Source: an optimization exercise on an open RTL-to-GDS flow (aim: small area, a short achievable clock period and few clock cycles). Production flows keep margins and buffers that such runs may drop. At most, simulation tests tie the RTL to the original design; equivalence was not proved. Function not checked in run 1: the RTL went through the layout flow alone. Power figures rest on the tool's default switching activity, not on a simulated workload.

$ cat design.v
package pkt_pkg;
   typedef enum logic [8-1:0] {
      CTRL_PAYLOAD = {8{1'b0}},
      CTRL_HDR     = {8{1'b1}}
   } pkt_ctrl_e;
   typedef struct packed {
      logic [64-33:0] unused;
      logic [15:0]                 src_port;
      logic [15:0]                 dst_ports;
   } pkt_hdr_t;
endpackage
package reg_pkg;
   typedef enum logic [3:0] {
      BLK_NONE = 4'd0,
      BLK_ARB  = 4'd1,
      BLK_LUT  = 4'd2,
      BLK_OQ   = 4'd3
   } reg_block_e;
   typedef enum logic {
      REG_WRITE = 1'b0,
      REG_READ  = 1'b1
   } reg_op_e;
   localparam logic [3:0] REG_PKT_COUNT = 4'd0;
   localparam logic [3:0] REG_LUT_MODE  = 4'd1;
   function automatic logic [3:0] reg_block(input logic [8-1:0] addr);
      reg_block = addr[8-1 -: 4];
   endfunction
   function automatic logic [3:0] reg_offset(input logic [8-1:0] addr);
      reg_offset = addr[3:0];
   endfunction
endpackage
module hdr_counter (
   input  logic                                          clk,
   input  logic                                          reset,
   input  logic [4-1:0]                     take,
   input  logic [4*8-1:0]     in_ctrl,
   output logic [32-1:0]                pkt_count
);
   logic [4-1:0] hdr_take;
   always_ff @(posedge clk)
   begin
      if (reset)
      begin
         hdr_take  <= '0;
         pkt_count <= '0;
      end
      else
      begin
         for (int p = 0; p < 4; p++)
            hdr_take[p] <= take[p] && in_ctrl[p*8 +: 8] == pkt_pkg::CTRL_HDR;
         pkt_count <= pkt_count + 32'(hdr_take[0]) + 32'(hdr_take[1])
                                 + 32'(hdr_take[2]) + 32'(hdr_take[3]);
      end
   end
endmodule
module out_stage #(
   parameter int Q  = 0,
   parameter int FW = 64 + 8
) (
   input  logic                       clk,
   input  logic                       reset,
   input  logic                       loopback,
   input  logic [FW-1:0]              head,
   input  logic                       empty,
   output logic                       load,
   output logic [64-1:0] out_data,
   output logic [8-1:0] out_ctrl,
   output logic                       out_wr,
   input  logic                       out_rdy
);
   logic                       hold;
   pkt_pkg::pkt_hdr_t          hdr;
   assign load = !empty && (!out_wr || out_rdy);
   assign hold = out_wr && !out_rdy;
   always_ff @(posedge clk)
   begin
      if (reset)
         out_wr <= 1'b0;
      else
         out_wr <= load || hold;
   end
   always_comb
   begin
      hdr = head[64-1:0];
      if (head[FW-1 -: 8] == pkt_pkg::CTRL_HDR)
      begin
         hdr.src_port  = loopback ? 16'(Q) : 16'(Q ^ 1);
         hdr.dst_ports = 16'd1 << Q;
      end
   end
   always_ff @(posedge clk)
   begin
      if (!hold)
      begin
         out_data <= hdr;
         out_ctrl <= head[FW-1 -: 8];
      end
   end
endmodule
module pkt_queue #(
   parameter int DEPTH = 16 - 1,
   parameter int FW    = 64 + 8
) (
   input  logic          clk,
   input  logic          reset,
   input  logic          loopback,
   input  logic          loopback_n,
   input  logic [FW-1:0] same_word,
   input  logic          same_wr,
   input  logic [FW-1:0] pair_word,
   input  logic          pair_wr,
   output logic          rdy,
   input  logic          pop,
   output logic          empty,
   output logic [FW-1:0] head
);
   localparam int AW = $clog2(DEPTH + 1);
   logic [FW-1:0]    ring [DEPTH];
   logic [DEPTH-1:0] hsel;       
   logic [AW-1:0]    ts;         
   logic [AW-1:0]    count;
   logic             sel_same;   
   logic             sel_pair;   
   logic             sel_ring;   
   logic             push;
   logic [AW-1:0]    ts_inc;
   logic             ts_last;
   logic             cnt_one;
   logic             cnt_last;
   logic             cnt_full;
   logic             occ0;
   logic             occ1;
   logic             empty_n;
   logic             full_n;
   logic             ts0_n;
   logic             occ_n;
   assign push = (loopback ? same_wr : pair_wr) && rdy;
   always_ff @(posedge clk)
   begin
      ring[0] <= ({FW{sel_same}} & same_word) | ({FW{sel_pair}} & pair_word)
               | ({FW{sel_ring}} & ring[DEPTH-1]);
      for (int k = 1; k < DEPTH; k++)
         ring[k] <= ring[k-1];
   end
   always_comb
   begin
      head = '0;
      for (int k = 0; k < DEPTH; k++)
         head = head | (ring[k] & {FW{hsel[k]}});
   end
   assign ts_last  = ts == AW'(DEPTH - 1);
   assign ts_inc   = ts_last ? '0 : ts + 1'b1;
   assign cnt_one  = count == AW'(1);
   assign cnt_last = count == AW'(DEPTH - 1);
   assign cnt_full = count == AW'(DEPTH);
   assign occ0     = int'(ts_inc) + int'(count) >= DEPTH;
   assign occ1     = int'(ts_inc) + int'(count) >= DEPTH + 1;
   always_comb
   begin
      case ({push, pop})
         2'b10:   begin empty_n = 1'b0;    full_n = cnt_last; ts0_n = 1'b1;    occ_n = cnt_last; end
         2'b01:   begin empty_n = cnt_one; full_n = 1'b0;     ts0_n = ts_last; occ_n = occ1;     end
         2'b11:   begin empty_n = 1'b0;    full_n = cnt_full; ts0_n = 1'b1;    occ_n = 1'b0;     end
         default: begin empty_n = empty;   full_n = cnt_full; ts0_n = ts_last; occ_n = occ0;     end
      endcase
   end
   always_ff @(posedge clk)
   begin
      if (reset)
      begin
         hsel     <= DEPTH'(1);
         ts       <= '0;
         count    <= '0;
         empty    <= 1'b1;
         rdy      <= 1'b1;
         sel_same <= 1'b0;
         sel_pair <= 1'b1;
         sel_ring <= 1'b0;
      end
      else
      begin
         ts <= push ? '0 : ts_inc;
         if (push && !pop)
            count <= count + 1'b1;
         else if (pop && !push)
            count <= count - 1'b1;
         empty    <= empty_n;
         rdy      <= empty_n || (ts0_n && !full_n);
         sel_same <= !occ_n && loopback_n;
         sel_pair <= !occ_n && !loopback_n;
         sel_ring <= occ_n;
         if (empty)
            hsel <= DEPTH'(1);
         else if (!pop)
            hsel <= {hsel[DEPTH-2:0], hsel[DEPTH-1]};
      end
   end
endmodule
module udp_reg_master (
   input  logic                           clk,
   input  logic                           reset,
   input  logic                           reg_req,
   input  logic                           reg_rd_wr_l,
   input  logic [8-1:0] reg_addr,
   input  logic [32-1:0] reg_wr_data,
   output logic                           reg_ack,
   output logic [32-1:0] reg_rd_data,
   input  logic [32-1:0] pkt_count,
   output logic                           loopback,
   output logic                           loopback_n
);
   logic [3:0] blk;
   logic [3:0] off;
   logic       is_cnt;
   logic       is_mode;
   logic       rd;
   assign blk     = reg_pkg::reg_block(reg_addr);
   assign off     = reg_pkg::reg_offset(reg_addr);
   assign is_cnt  = off == reg_pkg::REG_PKT_COUNT &&
                    (blk == reg_pkg::BLK_ARB || blk == reg_pkg::BLK_LUT || blk == reg_pkg::BLK_OQ);
   assign is_mode = off == reg_pkg::REG_LUT_MODE && blk == reg_pkg::BLK_LUT;
   assign rd      = reg_rd_wr_l == reg_pkg::REG_READ;
   always_comb
   begin
      if (reset)
         loopback_n = 1'b0;
      else if (reg_req && !rd && is_mode)
         loopback_n = reg_wr_data[0];
      else
         loopback_n = loopback;
   end
   always_ff @(posedge clk)
   begin
      loopback <= loopback_n;
      if (reset)
         reg_ack <= 1'b0;
      else
         reg_ack <= reg_req;
   end
   always_ff @(posedge clk)
   begin
      if (!is_cnt && !is_mode)
         reg_rd_data <= 32'hffff_ffff;
      else if (!rd)
         reg_rd_data <= reg_wr_data;
      else if (is_mode)
         reg_rd_data <= 32'(loopback);
      else
         reg_rd_data <= pkt_count;
   end
endmodule
module user_data_path (
   input  logic                                          clk,
   input  logic                                          reset,
   input  logic [4*64-1:0]     in_data,
   input  logic [4*8-1:0]     in_ctrl,
   input  logic [4-1:0]                     in_wr,
   output logic [4-1:0]                     in_rdy,
   output logic [4*64-1:0]     out_data,
   output logic [4*8-1:0]     out_ctrl,
   output logic [4-1:0]                     out_wr,
   input  logic [4-1:0]                     out_rdy,
   input  logic                                          reg_req,
   input  logic                                          reg_rd_wr_l,
   input  logic [8-1:0]                reg_addr,
   input  logic [32-1:0]                reg_wr_data,
   output logic                                          reg_ack,
   output logic [32-1:0]                reg_rd_data
);
   localparam int NP = 4;
   localparam int DW = 64;
   localparam int CW = 8;
   localparam int FW = DW + CW;
   logic                           loopback;
   logic                           loopback_n;
   logic [32-1:0] pkt_count;
   logic [NP-1:0]                  take;
   logic [NP-1:0]                  q_rdy;
   logic [NP-1:0]                  q_empty;
   logic [NP-1:0]                  q_pop;
   logic [NP-1:0][FW-1:0]          q_head;
   for (genvar p = 0; p < NP; p++)
   begin : g_in
      assign in_rdy[p] = loopback ? q_rdy[p] : q_rdy[p ^ 1];
      assign take[p]   = in_wr[p] && in_rdy[p];
   end
   for (genvar q = 0; q < NP; q++)
   begin : g_out
      pkt_queue i_queue (
         .clk        (clk),
         .reset      (reset),
         .loopback   (loopback),
         .loopback_n (loopback_n),
         .same_word  ({in_ctrl[q*CW +: CW], in_data[q*DW +: DW]}),
         .same_wr    (in_wr[q]),
         .pair_word  ({in_ctrl[(q^1)*CW +: CW], in_data[(q^1)*DW +: DW]}),
         .pair_wr    (in_wr[q ^ 1]),
         .rdy        (q_rdy[q]),
         .pop        (q_pop[q]),
         .empty      (q_empty[q]),
         .head       (q_head[q])
      );
      out_stage #(.Q(q)) i_out (
         .clk        (clk),
         .reset      (reset),
         .loopback   (loopback),
         .head       (q_head[q]),
         .empty      (q_empty[q]),
         .load       (q_pop[q]),
         .out_data   (out_data[q*DW +: DW]),
         .out_ctrl   (out_ctrl[q*CW +: CW]),
         .out_wr     (out_wr[q]),
         .out_rdy    (out_rdy[q])
      );
   end
   hdr_counter i_hdr_counter (
      .clk       (clk),
      .reset     (reset),
      .take      (take),
      .in_ctrl   (in_ctrl),
      .pkt_count (pkt_count)
   );
   udp_reg_master i_udp_reg_master (
      .clk         (clk),
      .reset       (reset),
      .reg_req     (reg_req),
      .reg_rd_wr_l (reg_rd_wr_l),
      .reg_addr    (reg_addr),
      .reg_wr_data (reg_wr_data),
      .reg_ack     (reg_ack),
      .reg_rd_data (reg_rd_data),
      .pkt_count   (pkt_count),
      .loopback    (loopback),
      .loopback_n  (loopback_n)
   );
endmodule
$ cat run.sh
#!/bin/bash
# synth_recipe.tcl (not shown) runs the flow's synth.tcl, then flattens the netlist and writes it again
# the make line also repeats each setting of config.mk as NAME=value (left out here)
make -C /OpenROAD-flow-scripts/flow DESIGN_CONFIG=/design/flow/config.mk WORK_HOME=/design/flow/orfs CLKGATE_MAP_FILE= SYNTH_SCRIPT=/design/flow/synth_recipe.tcl finish
$ cat config.mk
export PLATFORM = sky130hd
export DESIGN_NAME = user_data_path
export DESIGN_NICKNAME = user_data_path
export VERILOG_FILES = /design/flow/design.v
export SDC_FILE = /design/flow/constraint.sdc
export NUM_CORES = 4
export LEC_CHECK = 0
export ABC_CLOCK_PERIOD_IN_PS = 2500
export CAP_MARGIN = 20
export CORE_MARGIN = 2
export CORE_UTILIZATION = 60
export CTS_CLUSTER_SIZE = 30
export PLACE_DENSITY = 0.7
export SETUP_SLACK_MARGIN = 2.9
export SLEW_MARGIN = 20
$ cat constraint.sdc
create_clock -name core_clock -period 5.5 [get_ports {clk}]
set_input_delay 1.1000 -clock core_clock [delete_from_list [all_inputs] [get_ports {clk}]]
set_output_delay 1.1000 -clock core_clock [all_outputs]
set_load 0.01 [all_outputs]
==> flow_summary.yaml, run 1 <==
outcome:
  run_status: "no timing/DRC/antenna violations"
global_routing:
  antenna_found_initial: 77
  top_usage_layer: "met1"
  use_met3_pct: 12.0
  track_usage_pct: 36.6
  grt_max_degree: 73
  first_global_vias: 84600
  use_met1_pct: 51.7
  grt_pass1_wl_mm: 596
  globalRouteMet2Util_pct: 50.1
  grt_overflow: 0
timing:
  max_freq_mhz: 333
  fin_crit_sh_pct: 54.7
  finalHoldViolCount: 0
  timing.final.max_slew_violations: 0
  worstMarginPinSlew_ns: 1.18
  rsz0062_at_grt: "true"
  setup_ws_ns: 2.49
  final-setup-viol-count: 0
  setup_tns_ns: 0
  slew_headroom_pct: 21.2
  layout_min_cycle_time_ns: 3.01
  skew_ns: 0.0726
yosys:
  ys_ff_latch: 4794
  synth.distinct_cells: 55
  synth_commonest_cells: "4,506 x dfxtp_1, 924 x a22oi_1, 576 x a222oi_1"
  seq_area_frac_synth_pct: 75.7
  syn_nets: 9752
  synth_top_cell_area_share_pct: 69.1
  yosysMostFrequentCell: "dfxtp_1"
  synth_edf_count: 288
  synthArstFlopShare_pct: 0
  syn_area_mm2: 0.131
  ys.flop_type: "dfxtp_1"
  synth.area.top_cells: "dfxtp_1 69%, edfxtp_1 6.6%, a22oi_1 5.3%, a222oi_1 4.4%, a221oi_1 2.7%"
  syn-instance-count: 9360
  avgSynthCellArea_um2: 14.0
  yosysWarnings: 8
  synth_top_area_cell: "dfxtp_1"
clocking:
  ctsHoldBuffers: 0
  tritoncts: "built"
  cts-root-buf: "clkbuf_16"
  clock_path_buffers: 4
  clk_pin_slew_ns: 0.06
  h-tree-depth: 5
  clock_sinks: 4794
  cts_made_buffers: 444
  insertion_delay_ns: 0.99
setup_path:
  required_ns: 4.40
  timing.rr.end: "i_hdr_counter.pkt_count[30]"
  end_kind: "output port"
  r2r-start: "i_hdr_counter.hdr_take[0]"
  cp-start-kind: "flip-flop"
  rr_worst_depth: 10
  crit_fanout: 5
  startpoint: "i_udp_reg_master.loopback"
  crit_type: "reg2out"
  rrSetupSlack_ns: 2.86
  endpoint: "in_rdy[0]"
  crit_arrival_ns: 1.91
die:
  num_rows: 171
  die_w_um: 471
  pin_count: 669
  start_util_pct: 60.3
  die_y_um: 471
  fp.coreArea_mm2: 0.217
  dieArea_mm2: 0.221
detailed_routing:
  viasPerCell: 6.57
  vias: 87000
  wire_per_inst_um: 31.9
  first_pass_iters: 13
  dr.first_iter.drc_count: 13800
  totalWireLength_mm: 423
  antenna_left: 0
  drc: 0
placement:
  place_congestion: 0.974
  placed_cell_area_mm2: 0.139
  dp_hpwl_mm: 256
  dpl.cell_count: 12400
  pre_cts_ws_ns: 1.49
  io_buffers: 668
power_and_ir_drop:
  ir_worst_vdd_v: 0.000445
  p_per_area_mw_per_mm2: 477
  p_leak_nw: 60.6
finish:
  final_util_pct: 71.1
  layout-drive-gt1-share_pct: 12.7
  stdcell_count: 13300
  area_delta_synth_final_pct: 18.0
  final_net_count: 10400
  final_area_mm2: 0.154
hold_path:
  min-delay-path-class: "reg2reg"
run:
  drv_cap: 0
registers in the layout, summed over array words and instances (netlist names):
register / count
g_out.i_queue.sel_same: 4
i_hdr_counter.hdr_take: 4
g_out.i_out.out_data: 256
g_out.i_out.out_ctrl: 32
i_udp_reg_master.loopback: 1
g_out.i_queue.rdy: 4
g_out.i_queue.empty: 4
g_out.i_queue.ts: 16
g_out.i_queue.hsel: 60
g_out.i_queue.ring: 4320
g_out.i_queue.sel_ring: 4
i_udp_reg_master.reg_ack: 1
g_out.i_out.out_wr: 4
i_udp_reg_master.reg_rd_data: 32
g_out.i_queue.count: 16
i_hdr_counter.pkt_count: 32
g_out.i_queue.sel_pair: 4
cell type report:
class	instances	area [um2]
well taps	2854	3570
multi-input cells	3618	28100
repair buffers	811	6900
clock buffers	654	13300
diodes	55	138
fillers	14400	62600
flip-flops and latches	4794	99100
clock inverters	154	1810
inverters	313	1200
cell usage in the layout (no fill, tap or decap), drive strengths merged, types with 288 or more instances in the layout:
cell type,Yosys,routed
dfxtp,4506,4506
a22oi,924,924
clkbuf,339,655
a222oi,576,576
buf,296,473
a22o,402,402
a221oi,402,402
clkdlybuf4s50,0,337
inv,309,322
and3,295,295
edfxtp,288,288
worst min path at each step:
stage / start / to / cells after the start
floorplan: g_out[0].i_queue.ring[9][20] / g_out[0].i_queue.ring[10][20] / 0
global placement: g_out[0].i_queue.ring[11][13] / g_out[0].i_queue.ring[12][13] / 0
detailed placement: g_out[2].i_queue.ring[10][57] / g_out[2].i_queue.ring[11][57] / 0
CTS: g_out[2].i_queue.ring[9][63] / g_out[2].i_queue.ring[10][63] / 0
global route: g_out[2].i_queue.ring[9][63] / g_out[2].i_queue.ring[10][63] / 0
finish: g_out[2].i_queue.ring[9][63] / g_out[2].i_queue.ring[10][63] / 0
timing repair:
item	CTS	global route
endpoints found under the hold margin	0	0
buffers inserted	22	15
pin swaps	3	7
resized for setup	1457	50
endpoints found under the setup margin	504	449
metal layers:
layer  vias up  part of all wire [%]
li1      36900                     -
met1     43200                    40
met2      5932                    41
met3       937                    14
met4        28                   5.3
met5         -                 0.049
critical path, cell delays in order (launching register included):
cell and delay, ns:
dfxtp_4 0.42, buf_6 0.13, mux2_4 0.31, buf_6 0.12
where the power goes:
group / switching, mW / leakage [nW] / internal [mW]
combinational: 1.36 / 12.1 / 1.07
sequential: 1.79 / 41.0 / 37.7
clock: 13.0 / 7.48 / 18.6
total: 16.1 / 60.6 / 57.3
stage by stage:
stage	hold WS (ns)	power (mW)
after floorplan	0.330	40.5
after global placement	0.331	42.5
after detailed placement	0.336	42.6
after CTS	0.314	73.4
after global routing	0.312	75.3
final	0.315	73.5
kinds of logic after synthesis:
group / share of synthesized area [%]
flip-flops: 75.7
adder cells (fa/ha/maj): 0.538
AND/OR/NAND/NOR: 3.97
buffers and inverters: 2.89
AO/OA/AOI/OAI: 16.4
XOR/XNOR: 0.335
multiplexers: 0.182
==> run 2, diff against run 1 <==
--- a/design.v
+++ b/design.v
@@ -36,20 +36,42 @@
    input  logic [4*8-1:0]     in_ctrl,
    output logic [32-1:0]                pkt_count
 );
-   logic [4-1:0] hdr_take;
+   logic [32-1:0] count;
+   localparam int CW = 32;
+   logic [2:0]      n_hdr;       
+   logic [4:0]      lo;
+   logic            carry;       
+   logic [CW/4-1:1] ones;        
+   logic [CW-1:4]   hi_next;
+   always_comb
+   begin
+      n_hdr = '0;
+      for (int p = 0; p < 4; p++)
+         n_hdr = n_hdr + 3'(take[p] && in_ctrl[p*8 +: 8] == pkt_pkg::CTRL_HDR);
+   end
+   assign lo      = {1'b0, count[3:0]} + {2'b0, n_hdr};
+   assign ones[1] = 1'b1;
+   for (genvar n = 1; n < CW / 4; n++)
+   begin : g_nib
+      if (n > 1)
+      begin : g_ones
+         assign ones[n] = &count[n*4-1:4];
+      end
+      assign hi_next[n*4 +: 4] = count[n*4 +: 4] + 4'(carry && ones[n]);
+   end
+   assign pkt_count = carry ? {count[CW-1:4], 4'hf} : count;
    always_ff @(posedge clk)
    begin
       if (reset)
       begin
-         hdr_take  <= '0;
-         pkt_count <= '0;
+         carry     <= 1'b0;
+         count <= '0;
       end
       else
       begin
-         for (int p = 0; p < 4; p++)
-            hdr_take[p] <= take[p] && in_ctrl[p*8 +: 8] == pkt_pkg::CTRL_HDR;
-         pkt_count <= pkt_count + 32'(hdr_take[0]) + 32'(hdr_take[1])
-                                 + 32'(hdr_take[2]) + 32'(hdr_take[3]);
+         carry          <= lo[4];
+         count[3:0] <= lo[3:0];
+         count[CW-1:4] <= hi_next;
       end
    end
 endmodule
@@ -110,6 +132,7 @@
    input  logic [FW-1:0] pair_word,
    input  logic          pair_wr,
    output logic          rdy,
+   output logic          rdy_n,      
    input  logic          pop,
    output logic          empty,
    output logic [FW-1:0] head
@@ -164,6 +187,7 @@
          default: begin empty_n = empty;   full_n = cnt_full; ts0_n = ts_last; occ_n = occ0;     end
       endcase
    end
+   assign rdy_n = reset || empty_n || (ts0_n && !full_n);
    always_ff @(posedge clk)
    begin
       if (reset)
@@ -185,7 +209,7 @@
          else if (pop && !push)
             count <= count - 1'b1;
          empty    <= empty_n;
-         rdy      <= empty_n || (ts0_n && !full_n);
+         rdy      <= rdy_n;
          sel_same <= !occ_n && loopback_n;
          sel_pair <= !occ_n && !loopback_n;
          sel_ring <= occ_n;
@@ -276,13 +300,15 @@
    logic [32-1:0] pkt_count;
    logic [NP-1:0]                  take;
    logic [NP-1:0]                  q_rdy;
+   logic [NP-1:0]                  q_rdy_n;
    logic [NP-1:0]                  q_empty;
    logic [NP-1:0]                  q_pop;
    logic [NP-1:0][FW-1:0]          q_head;
    for (genvar p = 0; p < NP; p++)
    begin : g_in
-      assign in_rdy[p] = loopback ? q_rdy[p] : q_rdy[p ^ 1];
-      assign take[p]   = in_wr[p] && in_rdy[p];
+      always_ff @(posedge clk)
+         in_rdy[p] <= loopback_n ? q_rdy_n[p] : q_rdy_n[p ^ 1];
+      assign take[p] = in_wr[p] && in_rdy[p];
    end
    for (genvar q = 0; q < NP; q++)
    begin : g_out
@@ -296,6 +322,7 @@
          .pair_word  ({in_ctrl[(q^1)*CW +: CW], in_data[(q^1)*DW +: DW]}),
          .pair_wr    (in_wr[q ^ 1]),
          .rdy        (q_rdy[q]),
+         .rdy_n      (q_rdy_n[q]),
          .pop        (q_pop[q]),
          .empty      (q_empty[q]),
          .head       (q_head[q])
--- a/config.mk
+++ b/config.mk
@@ -8,8 +8,9 @@
 export ABC_CLOCK_PERIOD_IN_PS = 2500
 export CAP_MARGIN = 20
 export CORE_MARGIN = 2
-export CORE_UTILIZATION = 60
-export CTS_CLUSTER_SIZE = 30
-export PLACE_DENSITY = 0.7
-export SETUP_SLACK_MARGIN = 2.9
+export CORE_UTILIZATION = 65
+export CTS_CLUSTER_DIAMETER = 90
+export CTS_CLUSTER_SIZE = 24
+export PLACE_DENSITY = 0.75
+export SETUP_SLACK_MARGIN = 3.0
 export SLEW_MARGIN = 20
==> run 2 against run 1 <==
Still clean. Core utilization rose by 2.3 points. Combinational power rose by 5%. Global-route usage rose by 4.1 points. Worst setup slack improved by 0.21 ns. Register-to-register slack got worse by 0.02 ns. Die area fell by 7.9%. Synthesized cell count barely moved. Hold slack improved by 0.025 ns. First-iteration DRC count rose by 9.8%. Sequential cell count rose by 1. Sequential power barely moved. Largest cell class unchanged. Largest power group unchanged.
==> flow_summary.yaml, run 2 <==
setup_path:
  slowest_delay_ns: 0.58
  worstPathCellList: "buf_2"
  crit_type: "reg2out"
  end_kind: "output port"
  required_ns: 4.40
  crit_arrival_ns: 1.69
  cp_num_buf_inv: 1
  crit_fanout: 1
  crit_slowest_cell: "edfxtp_1"
  path_delay_family: "flip-flops"
  cp-start-kind: "flip-flop"
yosys:
  synth_top_cell_area_share_pct: 69.3
  yosysMostFrequentCell: "dfxtp_1"
  synth_commonest_cells: "4,507 x dfxtp_1, 924 x a22oi_1, 576 x a222oi_1"
  yosysWarnings: 9
  seq_area_frac_synth_pct: 75.9
  syn_area_mm2: 0.130
  avgSynthCellArea_um2: 13.9
  synth_top_area_cell: "dfxtp_1"
  synth.area.top_cells: "dfxtp_1 69%, edfxtp_1 6.6%, a22oi_1 5.3%, a222oi_1 4.4%, a221oi_1 2.7%"
  ys.flop_type: "dfxtp_1"
  syn-instance-count: 9351
  syn_nets: 9760
  synth.distinct_cells: 50
  ys_ff_latch: 4795
  synthArstFlopShare_pct: 0
  synth_edf_count: 288
finish:
  largest-register: "g_out.i_queue.ring"
  regArea_mm2: 0.0992
  final_util_pct: 73.5
  area_delta_synth_final_pct: 12.5
  layout-drive-gt1-share_pct: 10.0
  fillers: 13000
  top_regs: "g_out.i_queue.ring x4320, g_out.i_out.out_data x256, g_out.i_queue.hsel x60"
  multi_input_area_mm2: 0.0281
  final_net_count: 10300
  layout_common_cells: "4,406 x dfxtp_1, 924 x a22oi_1, 576 x a222oi_1, 402 x a22o_1, 402 x a221oi_1"
  layout_commonest_cell: "dfxtp_1"
  largest_register_ffs: 4320
  stdcell_count: 12700
power_and_ir_drop:
  p_per_area_mw_per_mm2: 410
  p_leak_nw: 57.0
  ir_worst_vdd_v: 0.000348
  power.total_mw: 60.1
detailed_routing:
  totalWireLength_mm: 434
  dr.first_iter.drc_count: 15100
  wire_per_inst_um: 34.1
  vias: 87200
  viasPerCell: 6.85
  antenna_left: 0
  first_pass_iters: 12
  drc: 0
placement:
  dpl.cell_count: 12200
  place_congestion: 1.08
  dp_hpwl_mm: 270
  io_buffers: 668
die:
  dieArea_mm2: 0.204
  pin_count: 669
  num_rows: 164
  fp.coreArea_mm2: 0.199
  die_y_um: 452
  die_w_um: 452
  start_util_pct: 65.3
clocking:
  insertion_delay_ns: 0.91
  h-tree-depth: 4
  clk_pin_slew_ns: 0.09
  cts_made_buffers: 217
  clock_sinks: 4795
  clock_path_buffers: 3
  cts-root-buf: "clkbuf_16"
  tritoncts: "built"
outcome:
  run_status: "no timing/DRC/antenna violations"
global_routing:
  grt_pass1_wl_mm: 601
  antenna_found_initial: 103
  grt_overflow: 0
  grt_max_degree: 75
  first_global_vias: 82200
  track_usage_pct: 40.7
timing:
  slew_headroom_pct: 13.6
  finalHoldViolCount: 0
  timing.final.max_slew_violations: 0
  skew_ns: 0.0368
  rsz0062_at_grt: "true"
  layout_min_cycle_time_ns: 2.79
  setup_tns_ns: 0
  final-setup-viol-count: 0
  worstMarginPinSlew_ns: 1.30
  max_freq_mhz: 358
  fin_crit_sh_pct: 50.8
run:
  drv_cap: 0
hold_path:
  min-delay-path-class: "reg2reg"
## run 2: changes by cell type in the layout (fill, tap and decap cells not counted), sizes merged, moves of 18 or more
| cell | previous run | this run |
|---|---|---|
| buf | 473 | 572 |
| bufinv | 38 | 0 |
| clkbuf | 655 | 375 |
| clkdlybuf4s50 | 337 | 298 |
| clkinv | 95 | 8 |
| diode | 55 | 74 |
| ha | 45 | 63 |
| nand2 | 187 | 223 |
| nand3 | 78 | 43 |
## run 2: timing repair
item                                    CTS  global route
gates cloned                              7             3
hold buffers                              0             0
gates resized for setup                1652            57
pin swaps                                21            39
endpoints found under the hold margin     0             0
setup endpoints to repair               517           435
buffers inserted                         53            68
## run 2: cells by family (layout without fill, tap and decap cells)
| family | count (synthesis) | after routing | synth area share [%] |
|---|---|---|---|
| DFF | 4795 | 4795 | 75.9 |
| AOI/OAI and AO/OA | 2562 | 2562 | 16.3 |
| buffers and inverters | 946 | 1597 | 2.75 |
| and+or+nand+nor | 914 | 916 | 3.82 |
| adders and majority gates | 69 | 69 | 0.698 |
| xor gates and xnor gates | 44 | 44 | 0.296 |
| muxes | 21 | 21 | 0.175 |
| other | 0 | 74 | 0 |
## run 2: routing by layer
metal	track usage [%]	vias up	wire length, um
met5	0	-	179
met2	54.5	6621	175000
li1	-	36400	-
met3	13.5	1137	63100
met4	25.5	28	30500
met1	56.6	43000	165000
## run 2: final timing paths
path                           startpoint                           end  slack (ns)  cells after the start
max reg2reg      g_out[3].i_queue.hsel[2]   g_out[3].i_out.out_data[17]        2.84                      8
min          g_out[3].i_queue.ring[4][30]  g_out[3].i_queue.ring[5][30]        0.34                      0
max            g_out[1].i_out.out_ctrl[1]                   out_ctrl[9]        2.71                      1
min reg2reg  g_out[3].i_queue.ring[4][30]  g_out[3].i_queue.ring[5][30]        0.34                      0
## run 2: final cells by class
class | instances | area share [%]
inverters | 311 | 0.828
multi-input cells | 3612 | 19.2
repair inverters | 3 | 0.0179
repair buffers | 920 | 5.71
flip-flops and latches | 4795 | 67.7
diodes | 74 | 0.126
clock buffers | 354 | 4.10
well taps | 2656 | 2.27
clock inverters | 9 | 0.0752
## run 2: per-stage QoR
| stage | setup WS (ns) | hold slack (ns) | cell area (um2) |
|---|---|---|---|
| 6_report | 2.71 | 0.340 | 147000 |
| 5_1_grt | 2.70 | 0.338 | 146000 |
| 4_1_cts | 2.69 | 0.335 | 145000 |
| 3_5_place_dp | 1.17 | 0.335 | 139000 |
| 3_3_place_gp | 1.11 | 0.332 | 139000 |
| 2_1_floorplan | 2.21 | 0.330 | 130000 |
## run 2: power by group
group | internal (mW) | leakage (nW) | total [mW] | switching (mW)
logic | 1.11 | 13.1 | 2.56 | 1.45
clock network | 7.53 | 2.92 | 18.1 | 10.5
registers | 37.7 | 41.0 | 39.5 | 1.78
Testbench counts of run 2, summed over its fixed seeds: cycles 3,160.
==> run 3, diff against run 2 <==
==> flow/run.sh (new file) <==
#!/bin/bash
# The standard layout, with buf_1 cells as the port buffers instead of
# the larger default; ORFS's place step reads BUFFER_PORTS_ARGS.
set -euo pipefail
export BUFFER_PORTS_ARGS="-buffer_cell sky130_fd_sc_hd__buf_1"
bash standard.sh finish > standard.log 2>&1
==> standard.sh (new file) <==
#!/bin/bash
# synth_recipe.tcl (not shown) runs the flow's synth.tcl, then flattens the netlist and writes it again
# the make line also repeats each setting of config.mk as NAME=value (left out here)
make -C /OpenROAD-flow-scripts/flow DESIGN_CONFIG=/design/flow/config.mk WORK_HOME=/design/flow/orfs CLKGATE_MAP_FILE= SYNTH_SCRIPT=/design/flow/synth_recipe.tcl "${@:-finish}"
removed: run.sh
==> run 3 against run 2 <==
Sequential power hardly changed. Clock skew is 0.0048 ns lower. Non-clock buffer count is 33 lower. First-iteration DRC count is 2.0% lower. Sequential share of layout area is 1.2 points higher. Critical path depth stayed put. Wire length is 0.81% lower. Count of clock-buffer cells in the layout is 7 lower. Sequential cell count stayed put. Critical endpoint is now out_ctrl[13].
==> flow_summary.yaml, run 3 <==
placement:
  dp_hpwl_mm: 270
  place_congestion: 1.13
  io_buffers: 668
  dpl.cell_count: 12200
  pre_cts_ws_ns: 1.22
detailed_routing:
  antenna_left: 0
  dr.first_iter.drc_count: 14800
  drc: 0
  totalWireLength_mm: 430
  viasPerCell: 6.85
  first_pass_iters: 13
  vias: 87200
  wire_per_inst_um: 33.8
clocking:
  tritoncts: "built"
  ctsHoldBuffers: 0
  cts_made_buffers: 217
  clock_path_buffers: 3
  insertion_delay_ns: 0.93
  clk_pin_slew_ns: 0.10
  h-tree-depth: 4
  cts-root-buf: "clkbuf_16"
  clock_sinks: 4795
run:
  drv_cap: 0
finish:
  layout_commonest_cell: "dfxtp_1"
  area_delta_synth_final_pct: 10.6
  fillers: 13200
  largest_register_ffs: 4320
  layout-drive-gt1-share_pct: 9.19
  final_net_count: 10200
  largest-register: "g_out.i_queue.ring"
  top_regs: "g_out.i_queue.ring x4320, g_out.i_out.out_data x256, g_out.i_queue.hsel x60"
  layout_common_cells: "4,404 x dfxtp_1, 924 x a22oi_1, 576 x a222oi_1, 402 x a22o_1, 402 x a221oi_1"
  stdcell_count: 12700
yosys:
  synth.area.top_cells: "dfxtp_1 69%, edfxtp_1 6.6%, a22oi_1 5.3%, a222oi_1 4.4%, a221oi_1 2.7%"
  yosysWarnings: 9
  syn_nets: 9760
  seq_area_frac_synth_pct: 75.9
  synth_top_cell_area_share_pct: 69.3
  synth_edf_count: 288
  synthArstFlopShare_pct: 0
  synth_top_area_cell: "dfxtp_1"
  avgSynthCellArea_um2: 13.9
  yosysMostFrequentCell: "dfxtp_1"
  ys.flop_type: "dfxtp_1"
  synth_commonest_cells: "4,507 x dfxtp_1, 924 x a22oi_1, 576 x a222oi_1"
  ys_ff_latch: 4795
  syn_area_mm2: 0.130
  syn-instance-count: 9351
  synth.distinct_cells: 50
timing:
  layout_min_cycle_time_ns: 2.98
  setup_ws_ns: 2.52
  timing.final.max_slew_violations: 0
  setup_tns_ns: 0
  rsz0062_at_grt: "true"
  skew_ns: 0.0320
  worstMarginPinSlew_ns: 1.34
  slew_headroom_pct: 11.0
  fin_crit_sh_pct: 54.2
  final-setup-viol-count: 0
  finalHoldViolCount: 0
  max_freq_mhz: 336
die:
  start_util_pct: 65.3
  pin_count: 669
  fp.coreArea_mm2: 0.199
  num_rows: 164
  die_w_um: 452
  dieArea_mm2: 0.204
  die_y_um: 452
hold_path:
  min_to: "g_out[3].i_queue.ring[3][34]"
  min-delay-path-class: "reg2reg"
  min_from: "g_out[3].i_queue.ring[2][34]"
  holdPathStages: 0
power_and_ir_drop:
  switching_share_pct: 23.1
  p_per_area_mw_per_mm2: 416
  ir_worst_vdd_v: 0.000366
  p_leak_nw: 55.7
  p_int_mw: 46.1
  switchingPower_mw: 13.8
  seqPwrFrac_pct: 65.9
  pwr-share-comb_pct: 4.0
  clkPwrFrac_pct: 30.2
setup_path:
  path_delay_family: "flip-flops"
  crit_type: "reg2out"
  crit_arrival_ns: 1.88
  required_ns: 4.40
  worstPathCellList: "buf_2"
  crit_fanout: 1
  timing.rr.end: "g_out[0].i_queue.ring[0][71]"
  rr_worst_depth: 3
  cp_num_buf_inv: 1
  cp-start-kind: "flip-flop"
  crit_slowest_cell: "edfxtp_1"
  r2r-start: "g_out[0].i_queue.sel_same"
  slowest_delay_ns: 0.71
  rrSetupSlack_ns: 2.97
  end_kind: "output port"
global_routing:
  track_usage_pct: 39.8
  grt_pass1_wl_mm: 590
  antenna_found_initial: 110
  grt_max_degree: 66
  grt_overflow: 0
  first_global_vias: 81100
outcome:
  run_status: "no timing/DRC/antenna violations"
run 3: cell counts after synthesis:
Identical to the previous run, type by type.
run 3: repair_timing:
item	4_1_cts	5_1_grt
buffers inserted	34	53
pin swaps	11	17
endpoints found under the setup margin	486	427
resized for setup	344	208
cloned	3	0
run 3: layout make-up:
class	instances	area, um2	area share, %
Timing Repair Buffer	887	5810	4.03
Clock buffer	347	5940	4.13
Timing Repair inverter	1	5.00	0.00348
Tap cell	2656	3320	2.31
Antenna cell	99	248	0.172
Sequential cell	4795	99200	68.9
Inverter	311	1230	0.856
Multi-Input combinational cell	3612	28100	19.5
Clock inverter	15	203	0.141
run 3: worst max path at each step:
stage	start	end	slack [ns]	depth (start not counted)
floorplan	reg_addr[3]	in_rdy[0]	2.21	8
global placement	reg_addr[3]	in_rdy[0]	1.21	7
detailed placement	reg_addr[3]	in_rdy[0]	1.22	7
CTS	g_out[2].i_out.out_data[16]	out_data[144]	2.63	1
global route	g_out[1].i_out.out_ctrl[5]	out_ctrl[13]	2.54	1
finish	g_out[1].i_out.out_ctrl[5]	out_ctrl[13]	2.52	1
run 3: logic make-up after synthesis:
| kind of cell | Yosys count | share of synthesized area (%) |
|---|---|---|
| flops | 4795 | 75.9 |
| buf+inv | 946 | 2.75 |
| fa+ha+maj | 69 | 0.698 |
| xor+xnor | 44 | 0.296 |
| compound gates | 2562 | 16.3 |
| mux | 21 | 0.175 |
| simple gates | 914 | 3.82 |
run 3: through the flow:
step	power (mW)	utilization, %	hold slack [ns]	instance area [um2]
6_report	59.9	72.2	0.331	144000
5_1_grt	61.4	72.1	0.335	144000
4_1_cts	59.6	71.4	0.324	142000
3_5_place_dp	42.2	67.7	0.336	135000
3_3_place_gp	42.1	67.7	0.331	135000
2_1_floorplan	40.5	-	0.330	130000
run 3: power by group through the flow:
stage / Sequential, mW / Clock [mW] / Combinational, mW
global route: 39.7 / 19.2 / 2.48
global placement: 40.0 / 0 / 2.08
CTS: 39.4 / 18.0 / 2.23
finish: 39.5 / 18.1 / 2.39
detailed placement: 40.1 / 0 / 2.11
floorplan: 39.5 / 0 / 1.04
run 3: routing by layer:
| layer | routed length (um) | vias up | GRT usage [%] |
|---|---|---|---|
| met5 | 344 | - | 0.536 |
| met4 | 30600 | 26 | 25.0 |
| met3 | 63100 | 1063 | 13.2 |
| met2 | 173000 | 6633 | 53.1 |
| met1 | 163000 | 43100 | 55.5 |
| li1 | - | 36400 | - |
==> run 4, diff against run 3 <==
--- a/design.v
+++ b/design.v
@@ -82,29 +82,20 @@
    input  logic                       clk,
    input  logic                       reset,
    input  logic                       loopback,
-   input  logic [FW-1:0]              head,
-   input  logic                       empty,
-   output logic                       load,
+   input  logic [FW-1:0]              head_n,
+   input  logic                       empty_n,
+   output logic                       pop,
    output logic [64-1:0] out_data,
    output logic [8-1:0] out_ctrl,
    output logic                       out_wr,
    input  logic                       out_rdy
 );
-   logic                       hold;
-   pkt_pkg::pkt_hdr_t          hdr;
-   assign load = !empty && (!out_wr || out_rdy);
-   assign hold = out_wr && !out_rdy;
-   always_ff @(posedge clk)
-   begin
-      if (reset)
-         out_wr <= 1'b0;
-      else
-         out_wr <= load || hold;
-   end
+   pkt_pkg::pkt_hdr_t hdr;
+   assign pop = out_wr && out_rdy;
    always_comb
    begin
-      hdr = head[64-1:0];
-      if (head[FW-1 -: 8] == pkt_pkg::CTRL_HDR)
+      hdr = head_n[64-1:0];
+      if (head_n[FW-1 -: 8] == pkt_pkg::CTRL_HDR)
       begin
          hdr.src_port  = loopback ? 16'(Q) : 16'(Q ^ 1);
          hdr.dst_ports = 16'd1 << Q;
@@ -112,15 +103,19 @@
    end
    always_ff @(posedge clk)
    begin
-      if (!hold)
-      begin
-         out_data <= hdr;
-         out_ctrl <= head[FW-1 -: 8];
-      end
+      if (reset)
+         out_wr <= 1'b0;
+      else
+         out_wr <= !empty_n;
+   end
+   always_ff @(posedge clk)
+   begin
+      out_data <= hdr;
+      out_ctrl <= head_n[FW-1 -: 8];
    end
 endmodule
 module pkt_queue #(
-   parameter int DEPTH = 16 - 1,
+   parameter int DEPTH = 16,
    parameter int FW    = 64 + 8
 ) (
    input  logic          clk,
@@ -134,14 +129,17 @@
    output logic          rdy,
    output logic          rdy_n,      
    input  logic          pop,
-   output logic          empty,
-   output logic [FW-1:0] head
+   output logic          empty_n,    
+   output logic [FW-1:0] head_n
 );
    localparam int AW = $clog2(DEPTH + 1);
    logic [FW-1:0]    ring [DEPTH];
+   logic [FW-1:0]    ring_d0;    
    logic [DEPTH-1:0] hsel;       
+   logic [DEPTH-1:0] hnext;      
    logic [AW-1:0]    ts;         
    logic [AW-1:0]    count;
+   logic             empty;
    logic             sel_same;   
    logic             sel_pair;   
    logic             sel_ring;   
@@ -153,23 +151,32 @@
    logic             cnt_full;
    logic             occ0;
    logic             occ1;
-   logic             empty_n;
    logic             full_n;
    logic             ts0_n;
    logic             occ_n;
    assign push = (loopback ? same_wr : pair_wr) && rdy;
+   assign ring_d0 = ({FW{sel_same}} & same_word) | ({FW{sel_pair}} & pair_word)
+                  | ({FW{sel_ring}} & ring[DEPTH-1]);
    always_ff @(posedge clk)
    begin
-      ring[0] <= ({FW{sel_same}} & same_word) | ({FW{sel_pair}} & pair_word)
-               | ({FW{sel_ring}} & ring[DEPTH-1]);
+      ring[0] <= ring_d0;
       for (int k = 1; k < DEPTH; k++)
          ring[k] <= ring[k-1];
    end
    always_comb
    begin
-      head = '0;
-      for (int k = 0; k < DEPTH; k++)
-         head = head | (ring[k] & {FW{hsel[k]}});
+      if (empty)
+         hnext = DEPTH'(1);
+      else if (pop)
+         hnext = hsel;
+      else
+         hnext = {hsel[DEPTH-2:0], hsel[DEPTH-1]};
+   end
+   always_comb
+   begin
+      head_n = {FW{hnext[0]}} & ring_d0;
+      for (int k = 1; k < DEPTH; k++)
+         head_n = head_n | ({FW{hnext[k]}} & ring[k-1]);
    end
    assign ts_last  = ts == AW'(DEPTH - 1);
    assign ts_inc   = ts_last ? '0 : ts + 1'b1;
@@ -213,10 +220,7 @@
          sel_same <= !occ_n && loopback_n;
          sel_pair <= !occ_n && !loopback_n;
          sel_ring <= occ_n;
-         if (empty)
-            hsel <= DEPTH'(1);
-         else if (!pop)
-            hsel <= {hsel[DEPTH-2:0], hsel[DEPTH-1]};
+         hsel     <= hnext;
       end
    end
 endmodule
@@ -301,9 +305,9 @@
    logic [NP-1:0]                  take;
    logic [NP-1:0]                  q_rdy;
    logic [NP-1:0]                  q_rdy_n;
-   logic [NP-1:0]                  q_empty;
+   logic [NP-1:0]                  q_empty_n;
    logic [NP-1:0]                  q_pop;
-   logic [NP-1:0][FW-1:0]          q_head;
+   logic [NP-1:0][FW-1:0]          q_head_n;
    for (genvar p = 0; p < NP; p++)
    begin : g_in
       always_ff @(posedge clk)
@@ -324,16 +328,16 @@
          .rdy        (q_rdy[q]),
          .rdy_n      (q_rdy_n[q]),
          .pop        (q_pop[q]),
-         .empty      (q_empty[q]),
-         .head       (q_head[q])
+         .empty_n    (q_empty_n[q]),
+         .head_n     (q_head_n[q])
       );
       out_stage #(.Q(q)) i_out (
          .clk        (clk),
          .reset      (reset),
          .loopback   (loopback),
-         .head       (q_head[q]),
-         .empty      (q_empty[q]),
-         .load       (q_pop[q]),
+         .head_n     (q_head_n[q]),
+         .empty_n    (q_empty_n[q]),
+         .pop        (q_pop[q]),
          .out_data   (out_data[q*DW +: DW]),
          .out_ctrl   (out_ctrl[q*CW +: CW]),
          .out_wr     (out_wr[q]),
==> run.sh (new file) <==
#!/bin/bash
# synth_recipe.tcl (not shown) runs the flow's synth.tcl, then flattens the netlist and writes it again
# the make line also repeats each setting of config.mk as NAME=value (left out here)
make -C /OpenROAD-flow-scripts/flow DESIGN_CONFIG=/design/flow/config.mk WORK_HOME=/design/flow/orfs CLKGATE_MAP_FILE= SYNTH_SCRIPT=/design/flow/synth_recipe.tcl finish
--- a/config.mk
+++ b/config.mk
@@ -9,8 +9,8 @@
 export CAP_MARGIN = 20
 export CORE_MARGIN = 2
 export CORE_UTILIZATION = 65
-export CTS_CLUSTER_DIAMETER = 90
-export CTS_CLUSTER_SIZE = 24
+export CTS_CLUSTER_DIAMETER = 100
+export CTS_CLUSTER_SIZE = 28
 export PLACE_DENSITY = 0.75
 export SETUP_SLACK_MARGIN = 3.0
 export SLEW_MARGIN = 20
removed: flow/run.sh
removed: standard.sh
==> run 4 against run 3 <==
Still clean on timing, DRC and antenna. Count of clock-buffer cells in the layout down 143. Die area up 6.8%. Global-route usage up 1.8 points. Fmax down 1.4%. Synthesized cell count up 18%. Register-to-register slack worse by 0.46 ns. Sequential power up 13%. Sequential cell count up 300. Synthesized area up 6.9%. Clock skew down 0.0014 ns. Final area up 14%. Core utilization up 5.2 points. Highest routed layer unchanged.
==> flow_summary.yaml, run 4 <==
outcome:
  run_status: "no timing/DRC/antenna violations"
timing:
  layout_min_cycle_time_ns: 3.02
  finalHoldViolCount: 0
  final-setup-viol-count: 0
  worstMarginPinSlew_ns: 1.09
  skew_ns: 0.0307
  slew_headroom_pct: 27.2
  rsz0062_at_grt: "true"
  timing.final.max_slew_violations: 0
  whs_ns: 0.331
  setup_tns_ns: 0
  max_freq_mhz: 331
  fin_crit_sh_pct: 54.9
placement:
  dp_hpwl_mm: 276
  place_congestion: 0.983
  io_buffers: 668
global_routing:
  first_global_vias: 94500
  track_usage_pct: 41.6
  antenna_found_initial: 89
  use_met1_pct: 58.0
  grt_pass1_wl_mm: 661
  globalRouteMet2Util_pct: 58.2
  top_usage_layer: "met2"
  use_met3_pct: 14.4
  grt_max_degree: 97
  grt_overflow: 0
run:
  drv_cap: 0
die:
  num_rows: 169
  fp.coreArea_mm2: 0.213
  dieArea_mm2: 0.218
  die_w_um: 467
  pin_count: 669
  die_y_um: 467
  start_util_pct: 65.5
setup_path:
  crit_fanout: 7
  crit_arrival_ns: 3.88
  crit_type: "in2reg"
  rr_worst_depth: 10
  required_ns: 6.35
  end_kind: "flip-flop"
  worstPathCellList: "clkdlybuf4s15_1, a222oi_1, inv_1, a22o_1, nor4_4, a31oi_1, and4_4, buf_6, buf_12, buf_16, nor2_4"
  crit_slowest_cell: "a222oi_1"
  slowest_delay_ns: 0.93
  cp-start-kind: "primary input"
clocking:
  insertion_delay_ns: 0.93
  h-tree-depth: 4
  clk_pin_slew_ns: 0.10
  cts-root-buf: "clkbuf_16"
  clock_path_buffers: 3
  tritoncts: "built"
  cts_made_buffers: 200
  clock_sinks: 5095
detailed_routing:
  totalWireLength_mm: 479
  wire_per_inst_um: 32.5
  dr.first_iter.drc_count: 13900
  viasPerCell: 6.67
  vias: 98200
  drc: 0
  first_pass_iters: 7
  antenna_left: 0
power_and_ir_drop:
  seqPwrFrac_pct: 65.7
  p_int_mw: 50.7
  switching_share_pct: 25.0
  pwr-share-comb_pct: 8.3
  p_leak_nw: 66.2
  clkPwrFrac_pct: 26.0
  p_per_area_mw_per_mm2: 411
  ir_worst_vdd_v: 0.000373
  switchingPower_mw: 16.9
yosys:
  synth.area.top_cells: "dfxtp_1 73%, a22oi_1 11%, nand2_1 2.5%, a22o_1 1.5%, a221oi_1 1.3%"
  synth_edf_count: 0
  yosysMostFrequentCell: "dfxtp_1"
  synth.distinct_cells: 59
  synth_top_cell_area_share_pct: 73.3
  synth_commonest_cells: "5,095 x dfxtp_1, 1,952 x a22oi_1, 922 x nand2_1"
  syn_nets: 11500
  seq_area_frac_synth_pct: 73.3
  ys_ff_latch: 5095
  syn_area_mm2: 0.139
  yosysWarnings: 9
  syn-instance-count: 11000
  ys.flop_type: "dfxtp_1"
  synthArstFlopShare_pct: 0
  avgSynthCellArea_um2: 12.6
  synth_top_area_cell: "dfxtp_1"
hold_path:
  holdPathStages: 0
  min-delay-path-class: "reg2reg"
finish:
  top_regs: "g_out.i_queue.ring x4608, g_out.i_out.out_data x256, g_out.i_queue.hsel x64"
  largest_register_ffs: 4608
  layout_commonest_cell: "dfxtp_1"
  layout_common_cells: "4,804 x dfxtp_1, 1,929 x a22oi_1, 919 x nand2_1, 346 x buf_6, 303 x buf_4"
  area_delta_synth_final_pct: 18.1
  final_net_count: 12300
  layout-drive-gt1-share_pct: 17.3
  largest-register: "g_out.i_queue.ring"
run 4: cell count changes in the layout (fill, tap and decap cells not counted), moves of 150 or more:
cell             before   now
a22oi_1             924  1929
and3_1              287    36
buf_4               153   303
dfxtp_1            4404  4804
a221oi_1            402    98
edfxtp_1            288     0
inv_1               306   142
buf_1               374     0
nand2_1             218   919
a22o_1              402   242
a222oi_1            576    46
buf_6               104   346
o211ai_1              1   200
clkdlybuf4s50_1       0   293
run 4: worst paths after layout:
path | from | end | slack [ns]
setup reg to reg | g_out[2].i_queue.sel_same | g_out[2].i_out.out_data[5] | 2.51
hold / removal | g_out[3].i_queue.ring[11][7] | g_out[3].i_queue.ring[12][7] | 0.33
setup / recovery | in_ctrl[18] | g_out[2].i_out.out_data[5] | 2.48
hold reg to reg | g_out[3].i_queue.ring[11][7] | g_out[3].i_queue.ring[12][7] | 0.33
run 4: timing repair:
action | CTS | global route
pin swaps | 150 | 128
gates cloned | 50 | 28
hold buffers | 0 | 0
setup endpoints to repair | 656 | 456
resized for setup | 2490 | 441
buffers inserted | 260 | 101
run 4: per-layer routing:
metal / share of wire, % / wire, um
met3: 15 / 70200
met4: 5.0 / 23700
met5: 0.059 / 284
met2: 41 / 198000
met1: 39 / 187000
run 4: logic make-up after synthesis:
kind of cell / synth area share (%)
XOR/XNOR: 0.271
multiplexers: 0.153
buffers and inverters: 2.22
AND/OR/NAND/NOR: 6.72
adder cells (fa/ha/maj): 0.796
flip-flops: 73.3
AO/OA/AOI/OAI: 16.6
run 4: critical path, delay by kind of cell:
family | cells | cell delay (ns)
buf+inv | 5 | 0.86
simple gates | 3 | 0.55
compound gates | 3 | 1.35
run 4: area by class of cell:
type | count | area, um2
timing repair inverter | 3 | 26.3
clock inverter | 15 | 249
timing repair buffer | 1235 | 14100
tap | 2821 | 3530
sequential | 5095 | 103000
fill | 13100 | 48100
clock buffer | 204 | 5040
multi-input combinational | 5142 | 38100
inverter | 148 | 596
antenna | 60 | 150
run 4: through the flow:
step / cells / setup slack [ns] / area (um2) / utilization, % / power, mW
after floorplan: 11000 / 2.39 / 142000 / - / 46.0
after global placement: 14000 / 0.477 / 150000 / 70.6 / 49.2
after detailed placement: 14000 / 0.427 / 150000 / 70.6 / 49.4
after CTS: 14500 / 2.64 / 161000 / 75.8 / 66.8
after global routing: 14700 / 2.57 / 164000 / 77.3 / 69.4
final: 14700 / 2.48 / 164000 / 77.3 / 67.6
run 4: power by group through the flow:
stage	Sequential, mW	Combinational, mW	Clock (mW)
6_report	44.5	5.59	17.6
2_1_floorplan	43.9	2.09	0
3_3_place_gp	44.7	4.46	0
4_1_cts	44.3	5.06	17.5
5_1_grt	44.8	5.82	18.8
3_5_place_dp	44.9	4.50	0
Testbench counts of run 4, summed over its fixed seeds: cycles 3,152.

==> what the ideal ports hide <==
Ports are ideal in the flow. The routed layouts listed here were re-timed in OpenROAD. Step 1, drivers: a clkbuf_16 drives clk and a buf_2 each remaining input, both assumed. Step 2 moves the port delays by t, midway between the first and last clock arrival at a register: inputs arrive t later, outputs are due t later. That takes back most of the time a late clock gives input paths. a / b / c = no drivers / after step 1 / after step 2; a / b = the first two.
run	t (ns)	setup WS [ns]	slew at the worst register clock pin (ns)	worst data-port slew with drivers (ns)
run 1	1.058	2.494 / 2.393 / 1.949	0.07 / 0.07	0.22
run 2	0.978	2.707 / 2.616 / 1.812	0.11 / 0.11	0.24
run 3	1.001	2.521 / 2.428 / 2.004	0.10 / 0.10	0.23
run 4	1.019	2.479 / 2.512 / 1.532	0.12 / 0.12	0.22
After both steps every run listed still meets setup and hold. For run 4, which loses most, drivers alone change the setup slack by +0.033 ns; drivers and shift together by -0.947 ns.
